Context: an optimization exercise on an open-source flow, tuned for small area, a short achievable clock period and few clock cycles per item. The choices shown serve that exercise and are no tape-out recipe.
The RTL was checked by simulation tests, not by an equivalence proof against the original design.

--- design/flow/design.v ---
package pipcu_pkg;
  localparam int unsigned COORD_BITS_DEFAULT = 32;
  localparam int unsigned QUEUE_DEPTH = 2;
  typedef struct packed {
    logic full;
    logic empty;
  } fifo_stat_t;
endpackage
module pipcu_front #(
  parameter int unsigned CoordBits = 32
) (
  input  logic signed [CoordBits-1:0]   point_x_i,
  input  logic signed [CoordBits-1:0]   point_y_i,
  input  logic signed [CoordBits-1:0]   start_x_i,
  input  logic signed [CoordBits-1:0]   start_y_i,
  input  logic signed [CoordBits-1:0]   end_x_i,
  input  logic signed [CoordBits-1:0]   end_y_i,
  input  logic                          last_edge_i,
  output logic [4*(CoordBits+1)+1:0]    edge_o
);
  localparam int unsigned W = CoordBits + 1;
  logic [W-1:0] dif_a;   
  logic [W-1:0] dif_b;   
  logic [W-1:0] dif_c;   
  logic [W-1:0] dif_d;   
  logic         start_ge;
  logic         end_lt;
  logic         straddle;
  assign dif_a = {point_x_i[CoordBits-1], point_x_i} - {start_x_i[CoordBits-1], start_x_i};
  assign dif_b = {point_y_i[CoordBits-1], point_y_i} - {start_y_i[CoordBits-1], start_y_i};
  assign dif_c = {end_x_i[CoordBits-1], end_x_i} - {start_x_i[CoordBits-1], start_x_i};
  assign dif_d = {end_y_i[CoordBits-1], end_y_i} - {start_y_i[CoordBits-1], start_y_i};
  assign start_ge = (start_y_i >= point_y_i);
  assign end_lt   = (end_y_i < point_y_i);
  assign straddle = (start_ge == end_lt);
  assign edge_o = {last_edge_i, straddle, dif_a, dif_b, dif_c, dif_d};
endmodule
module pipcu_fifo #(
  parameter int unsigned Width = 1,
  parameter int unsigned Depth = 2
) (
  input  logic                 clk_i,
  input  logic                 rst_ni,
  input  logic                 push_i,
  input  logic [Width-1:0]     data_i,
  input  logic                 pop_i,
  output logic [Width-1:0]     data_o,
  output pipcu_pkg::fifo_stat_t stat_o
);
  localparam int unsigned PtrW = (Depth > 1) ? $clog2(Depth) : 1;
  localparam int unsigned CntW = $clog2(Depth + 1);
  logic [Width-1:0] mem_q [Depth];
  logic [PtrW-1:0]  wr_ptr_q, wr_ptr_d;
  logic [PtrW-1:0]  rd_ptr_q, rd_ptr_d;
  logic [CntW-1:0]  count_q, count_d;
  logic             push_fire;
  logic             pop_fire;
  assign stat_o.full  = (count_q == CntW'(Depth));
  assign stat_o.empty = (count_q == '0);
  assign push_fire    = push_i && !stat_o.full;
  assign pop_fire     = pop_i && !stat_o.empty;
  assign data_o       = mem_q[rd_ptr_q];
  always_comb begin
    wr_ptr_d = wr_ptr_q;
    rd_ptr_d = rd_ptr_q;
    count_d  = count_q;
    if (push_fire) begin
      wr_ptr_d = (wr_ptr_q == PtrW'(Depth - 1)) ? '0 : wr_ptr_q + 1'b1;
    end
    if (pop_fire) begin
      rd_ptr_d = (rd_ptr_q == PtrW'(Depth - 1)) ? '0 : rd_ptr_q + 1'b1;
    end
    if (push_fire && !pop_fire) begin
      count_d = count_q + 1'b1;
    end else if (pop_fire && !push_fire) begin
      count_d = count_q - 1'b1;
    end
  end
  always_ff @(posedge clk_i or negedge rst_ni) begin
    if (!rst_ni) begin
      wr_ptr_q <= '0;
      rd_ptr_q <= '0;
      count_q  <= '0;
    end else begin
      wr_ptr_q <= wr_ptr_d;
      rd_ptr_q <= rd_ptr_d;
      count_q  <= count_d;
    end
  end
  always_ff @(posedge clk_i) begin
    if (push_fire) begin
      mem_q[wr_ptr_q] <= data_i;
    end
  end
endmodule
module pipcu_back #(
  parameter int unsigned CoordBits = 32
) (
  input  logic                          clk_i,
  input  logic                          rst_ni,
  input  logic                          edge_valid_i,
  input  logic [4*(CoordBits+1)+1:0]    edge_i,
  output logic                          edge_take_o,
  input  pipcu_pkg::fifo_stat_t         res_stat_i,
  output logic                          res_push_o,
  output logic                          res_bit_o
);
  localparam int unsigned W  = CoordBits + 1;    
  localparam int unsigned L  = W / 2;            
  localparam int unsigned H  = W - L;            
  localparam int unsigned PH = W + H;            
  localparam int unsigned PL = W + L + 1;        
  localparam int unsigned NW = 2 * W;            
  logic               in_last;
  logic               in_strad;
  logic signed [W-1:0] op_a, op_b, op_c, op_d;
  logic signed [H-1:0] d_hi, c_hi;
  logic signed [L:0]   d_lo, c_lo;
  logic                 s1_valid_q, s1_valid_d;
  logic                 s1_last_q;
  logic                 s1_strad_q;
  logic                 s1_dneg_q;
  logic signed [PH-1:0] p_adh_q, p_bch_q;
  logic signed [PL-1:0] p_adl_q, p_bcl_q;
  logic                 parity_q, parity_d;
  logic              s1_load;
  logic              retire;
  logic [PH:0]       hi_diff;
  logic [PL:0]       lo_diff;
  logic [NW-1:0]     hi_ext;
  logic [NW-1:0]     lo_ext;
  logic [NW-1:0]     cross_n;
  logic              toggle;
  assign in_last  = edge_i[4*W+1];
  assign in_strad = edge_i[4*W];
  assign op_a     = edge_i[4*W-1:3*W];
  assign op_b     = edge_i[3*W-1:2*W];
  assign op_c     = edge_i[2*W-1:W];
  assign op_d     = edge_i[W-1:0];
  assign d_hi = op_d[W-1:L];
  assign c_hi = op_c[W-1:L];
  assign d_lo = {1'b0, op_d[L-1:0]};
  assign c_lo = {1'b0, op_c[L-1:0]};
  assign retire      = s1_valid_q && !(s1_last_q && res_stat_i.full);
  assign s1_load     = !s1_valid_q || retire;
  assign edge_take_o = s1_load && edge_valid_i;
  assign s1_valid_d  = s1_load ? edge_valid_i : s1_valid_q;
  always_ff @(posedge clk_i or negedge rst_ni) begin
    if (!rst_ni) begin
      s1_valid_q <= 1'b0;
      parity_q   <= 1'b0;
    end else begin
      s1_valid_q <= s1_valid_d;
      parity_q   <= parity_d;
    end
  end
  always_ff @(posedge clk_i) begin
    if (edge_take_o) begin
      s1_last_q  <= in_last;
      s1_strad_q <= in_strad;
      s1_dneg_q  <= op_d[W-1];
      p_adh_q    <= op_a * d_hi;
      p_bch_q    <= op_b * c_hi;
      p_adl_q    <= op_a * d_lo;
      p_bcl_q    <= op_b * c_lo;
    end
  end
  assign hi_diff = {p_adh_q[PH-1], p_adh_q} - {p_bch_q[PH-1], p_bch_q};
  assign lo_diff = {p_adl_q[PL-1], p_adl_q} - {p_bcl_q[PL-1], p_bcl_q};
  assign hi_ext  = {{(NW-PH-1){hi_diff[PH]}}, hi_diff};
  assign lo_ext  = {{(NW-PL-1){lo_diff[PL]}}, lo_diff};
  assign cross_n = (hi_ext << L) + lo_ext;
  assign toggle = s1_strad_q && (cross_n != '0) && (cross_n[NW-1] != s1_dneg_q);
  always_comb begin
    parity_d = parity_q;
    if (retire) begin
      parity_d = s1_last_q ? 1'b0 : (parity_q ^ toggle);
    end
  end
  assign res_push_o = retire && s1_last_q;
  assign res_bit_o  = parity_q ^ toggle;
endmodule
module point_in_polygon_crossing_unit #(
  parameter int unsigned CoordBits = pipcu_pkg::COORD_BITS_DEFAULT
) (
  input  logic                        clk_i,
  input  logic                        rst_ni,
  input  logic                        push,
  output logic                        full,
  input  logic signed [CoordBits-1:0] point_x_i,
  input  logic signed [CoordBits-1:0] point_y_i,
  input  logic signed [CoordBits-1:0] start_x_i,
  input  logic signed [CoordBits-1:0] start_y_i,
  input  logic signed [CoordBits-1:0] end_x_i,
  input  logic signed [CoordBits-1:0] end_y_i,
  input  logic                        last_edge_i,
  output logic                        empty,
  input  logic                        pop,
  output logic                        inside_res_o
);
  localparam int unsigned EdgeW = 4 * (CoordBits + 1) + 2;
  logic [EdgeW-1:0] front_edge;
  logic [EdgeW-1:0] queue_edge;
  pipcu_pkg::fifo_stat_t edge_stat;
  pipcu_pkg::fifo_stat_t res_stat;
  logic             edge_take;
  logic             res_push;
  logic             res_bit;
  pipcu_front #(
    .CoordBits (CoordBits)
  ) u_front (
    .point_x_i   (point_x_i),
    .point_y_i   (point_y_i),
    .start_x_i   (start_x_i),
    .start_y_i   (start_y_i),
    .end_x_i     (end_x_i),
    .end_y_i     (end_y_i),
    .last_edge_i (last_edge_i),
    .edge_o      (front_edge)
  );
  pipcu_fifo #(
    .Width (EdgeW),
    .Depth (pipcu_pkg::QUEUE_DEPTH)
  ) u_edge_queue (
    .clk_i  (clk_i),
    .rst_ni (rst_ni),
    .push_i (push),
    .data_i (front_edge),
    .pop_i  (edge_take),
    .data_o (queue_edge),
    .stat_o (edge_stat)
  );
  pipcu_back #(
    .CoordBits (CoordBits)
  ) u_back (
    .clk_i        (clk_i),
    .rst_ni       (rst_ni),
    .edge_valid_i (!edge_stat.empty),
    .edge_i       (queue_edge),
    .edge_take_o  (edge_take),
    .res_stat_i   (res_stat),
    .res_push_o   (res_push),
    .res_bit_o    (res_bit)
  );
  pipcu_fifo #(
    .Width (1),
    .Depth (pipcu_pkg::QUEUE_DEPTH)
  ) u_res_queue (
    .clk_i  (clk_i),
    .rst_ni (rst_ni),
    .push_i (res_push),
    .data_i (res_bit),
    .pop_i  (pop),
    .data_o (inside_res_o),
    .stat_o (res_stat)
  );
  assign full  = edge_stat.full;
  assign empty = res_stat.empty;
endmodule
--- design/flow/run.sh ---
#!/bin/bash
# synth_recipe.tcl (not shown) runs the flow's synth.tcl, then flattens the netlist and writes it again
# the make line also repeats each setting of config.mk as NAME=value (left out here)
make -C /OpenROAD-flow-scripts/flow DESIGN_CONFIG=/design/flow/config.mk WORK_HOME=/design/flow/orfs CLKGATE_MAP_FILE= SYNTH_SCRIPT=/design/flow/synth_recipe.tcl finish
--- design/flow/config.mk ---
export PLATFORM = sky130hd
export DESIGN_NAME = point_in_polygon_crossing_unit
export DESIGN_NICKNAME = point_in_polygon_crossing_unit
export VERILOG_FILES = /design/flow/design.v
export SDC_FILE = /design/flow/constraint.sdc
export NUM_CORES = 4
export LEC_CHECK = 0
export CAP_MARGIN = 20
export CORE_MARGIN = 2
export CORE_UTILIZATION = 40
export SLEW_MARGIN = 20
--- design/flow/constraint.sdc ---
create_clock -name core_clock -period 10.0 [get_ports {clk_i}]
set_input_delay 2.0000 -clock core_clock [delete_from_list [all_inputs] [get_ports {clk_i}]]
set_output_delay 2.0000 -clock core_clock [all_outputs]
set_load 0.01 [all_outputs]
==> qor.csv <==
metric,value,unit
post-route DRC violation count,0,
CTS Buf Count,70,
setup repair after global routing missed its margin,no,
register area share after synthesis,0.139,
layout overhead on the synthesized area,9.15,%
clock-pin slew of the registers on the worst-case setup and hold paths,0.06,ns
classification of the worst-slack hold path,flop to flop,
maximum number of pins on one net before global-route repair,100,
non-filler instance count after layout,14838,
clock latency reported for the late side of the worst-skew pair,0.71,ns
crit end category,flop,
Global Route Usage Sum,0.274,
initial antenna violation count,17,
final hold violation count,0,
post-synthesis average cell area,9.24,µm²
Die Y,514,µm
"number of placed instances, taps included",14709,
arrival time of the worst setup path,9.91,ns
Clock Sink Count,483,
Final Util,0.439,
fill cell count,25143,
clock tree from TritonCTS,yes,
overall die area,265000,µm²
mean routed wirelength per cell,24.1,µm
crit path time final,9.50,ns
relative max-transition margin,0.151,
setup skew after layout,0.0556,ns
first-iteration detailed-routing DRC count,6459,
cell count after synthesis,11273,
post-route worst hold slack,0.496,ns
Synth async-reset ratio,0.0207,
largest fanout of any net on the critical path,21,
number of warnings printed during yosys synthesis,3,
most used flip-flop cell after synthesis,sky130_fd_sc_hd__edfxtp_1,
Critical Setup Path Class,flop to flop,
nets in the synthesized netlist,14336,
number of pins exceeding their max-slew limit in the final report,0,
Post-synth EDFFs,473,
core area,259000,µm²
most frequent cells in the layout,"2389 x sky130_fd_sc_hd__inv_1, 2084 x sky130_fd_sc_hd__fa_1, 1500 x sky130_fd_sc_hd__nand2_1",
detailed-routing iteration count for the pre-antenna-repair pass,8,
number of buffers between clock root and the deepest sink,3,
first-pass GRT wire length,537000,µm
# setup viols final,0,
Max Clock Freq,105,MHz
post-synthesis register bit count,483,
Setup Buffers After CTS,0,
run status,timing/DRC/antenna clean,
share of layout cells above drive strength 1,0.0533,
HPWL after detailed placement,303000,µm
floorplan die width,514,µm
Final Cycle Share,0.950,
Placement Rows,187,
H-tree levels,3,
"leading cell type in the layout, fill and taps excluded",sky130_fd_sc_hd__inv_1,
total via count after detailed routing,80028,
Via-to-Cell Ratio,5.39,
remaining antenna violation count after routing,0,
startpoint kind of the worst setup timing path,flop,
number of max-capacitance violations reported,0,
number of port buffers,199,
endpoint required time on the critical path,10.41,ns
overflow left after global routing,0,
cell area after synthesis,104000,µm²
final layout net count,14442,
number of distinct library cells after synthesis,95,
vias in the first global route,84384,
final estimated routing congestion in global placement,0.995,
clk root buf,sky130_fd_sc_hd__clkbuf_16,
total negative slack for setup checks,0,ns
initial standard-cell utilization of the core,0.402,
Tightest Pin Transition,1.24,ns
Total Wirelength,357000,µm
boundary pin count,200,
## area by class of cell
class / instances / area [µm²] / area share
antenna: 2 / 5.00 / 0.0000440
clock buffer: 84 / 1850 / 0.0162
timing repair buffer: 462 / 4080 / 0.0359
inverter: 2391 / 8980 / 0.0790
multi-input combinational: 7971 / 79600 / 0.700
tap: 3402 / 4260 / 0.0374
clock inverter: 43 / 539 / 0.00474
sequential: 483 / 14500 / 0.127
## through the flow
step	setup WS, ns	instance area (µm²)
floorplan	1.72	104000
global placement	0.228	111000
detailed placement	0.500	111000
CTS	0.461	114000
global route	0.153	114000
finish	0.500	114000
## metal layers
layer / track usage / vias up / routed length, µm
met2: 0.419 / 3217 / 157000
li1: - / 35093 / -
met1: 0.351 / 41032 / 142000
met4: 0.195 / 14 / 31300
met5: 0 / - / 115
met3: 0.0512 / 672 / 27400
## cell families after synthesis
logic type | after synthesis | synth area share
flops | 483 | 0.139
mux | 241 | 0.0245
xor+xnor | 388 | 0.0326
buf+inv | 2819 | 0.102
simple gates | 3216 | 0.129
compound gates | 1260 | 0.0788
fa+ha+maj | 2866 | 0.494
## flip-flops by register name (all words and copies together) (netlist names), 2 cells and up
signal                flops
u_back.p_bcl_q           50
u_back.p_adl_q           50
u_res_queue.mem_q         2
u_edge_queue.mem_q      268
u_edge_queue.count_q      2
u_res_queue.count_q       2
u_back.p_adh_q           50
u_back.p_bch_q           50
## final timing paths
kind                                              startpoint                                  to  slack (ns)  depth (start not counted)
setup / recovery           u_edge_queue.rd_ptr_q$_DFFE_PN0P_        u_back.p_adl_q[48]$_DFFE_PP_        0.50                         25
hold / removal              u_res_queue.rd_ptr_q$_DFFE_PN0P_    u_res_queue.rd_ptr_q$_DFFE_PN0P_        0.50                          1
setup reg to reg           u_edge_queue.rd_ptr_q$_DFFE_PN0P_        u_back.p_adl_q[48]$_DFFE_PP_        0.50                         25
hold reg to reg             u_res_queue.rd_ptr_q$_DFFE_PN0P_    u_res_queue.rd_ptr_q$_DFFE_PN0P_        0.50                          1
max in group asynchronous                             rst_ni   u_edge_queue.rd_ptr_q$_DFFE_PN0P_        7.82                          1
min in group asynchronous                             rst_ni  u_res_queue.count_q[0]$_DFFE_PN0P_        1.70                          1
## timing repair
item / in CTS / in global routing
gates resized for setup: 0 / 1
hold buffers: 0 / 0
setup endpoints to repair: 0 / 2
## Yosys cell counts, types with 86 or more instances
cell,instances,area (µm²)
sky130_fd_sc_hd__nand2_1,1500,5630
sky130_fd_sc_hd__nand2b_1,86,538
sky130_fd_sc_hd__inv_1,2390,8970
sky130_fd_sc_hd__edfxtp_1,473,14200
sky130_fd_sc_hd__xnor2_1,299,2620
sky130_fd_sc_hd__mux2_2,115,1290
sky130_fd_sc_hd__a21o_1,196,1470
sky130_fd_sc_hd__mux2i_1,126,1260
sky130_fd_sc_hd__nor3_1,89,445
sky130_fd_sc_hd__o21ai_0,220,1100
sky130_fd_sc_hd__ha_1,782,9780
sky130_fd_sc_hd__a21oi_1,381,1910
sky130_fd_sc_hd__clkbuf_1,392,1470
sky130_fd_sc_hd__nor2_1,1114,4180
sky130_fd_sc_hd__nand3_1,87,435
sky130_fd_sc_hd__xor2_1,89,780
sky130_fd_sc_hd__fa_1,2084,41700
## worst max-delay path, cell delays in order, from the launching register on
cell,delay (ns)
sky130_fd_sc_hd__dfrtp_4,0.75
sky130_fd_sc_hd__buf_4,0.29
sky130_fd_sc_hd__mux2i_2,0.72
sky130_fd_sc_hd__nor2_1,0.24
sky130_fd_sc_hd__fa_1,0.50
sky130_fd_sc_hd__fa_1,0.51
sky130_fd_sc_hd__inv_1,0.06
sky130_fd_sc_hd__fa_1,0.53
sky130_fd_sc_hd__inv_1,0.05
sky130_fd_sc_hd__fa_1,0.48
sky130_fd_sc_hd__inv_1,0.05
sky130_fd_sc_hd__fa_1,0.49
sky130_fd_sc_hd__inv_1,0.05
sky130_fd_sc_hd__fa_1,0.44
sky130_fd_sc_hd__ha_1,0.39
sky130_fd_sc_hd__a21o_1,0.15
sky130_fd_sc_hd__nand2_1,0.07
sky130_fd_sc_hd__a22o_1,0.28
sky130_fd_sc_hd__o311ai_1,0.69
sky130_fd_sc_hd__a41o_1,0.41
sky130_fd_sc_hd__a221o_1,0.29
sky130_fd_sc_hd__o221a_2,0.30
sky130_fd_sc_hd__o41ai_2,0.12
sky130_fd_sc_hd__o32ai_1,0.93
sky130_fd_sc_hd__o21a_1,0.28
sky130_fd_sc_hd__o311ai_1,0.10
Testbench counts, summed over its fixed seeds: cycles 16,880, items 16,856.

## re-timing with driven ports
The results above use ideal ports. As a check the final layout listed here was re-extracted and re-timed, cells and wires unchanged.
Step 1 assumes that a clkbuf_16 drives the clock port and a buf_2 every other input.
Step 2, shift: input delay + t, output delay - t, t = (earliest + latest rising clock arrival at the registers) / 2. This alone moves slack from input paths to output paths.
a / b / c = no drivers / after step 1 / after step 2; a / b = the first two.
t, ns: 0.776
setup slack, ns: 0.500 / 0.500 / 0.500
worst hold slack (ns): 0.496 / 0.496 / 0.496
latest minus earliest clock arrival (ns): 0.056 / 0.055
After both steps setup and hold are still met in this run. For this run, drivers alone change the setup slack by 0.000 ns; drivers and shift together by 0.000 ns.
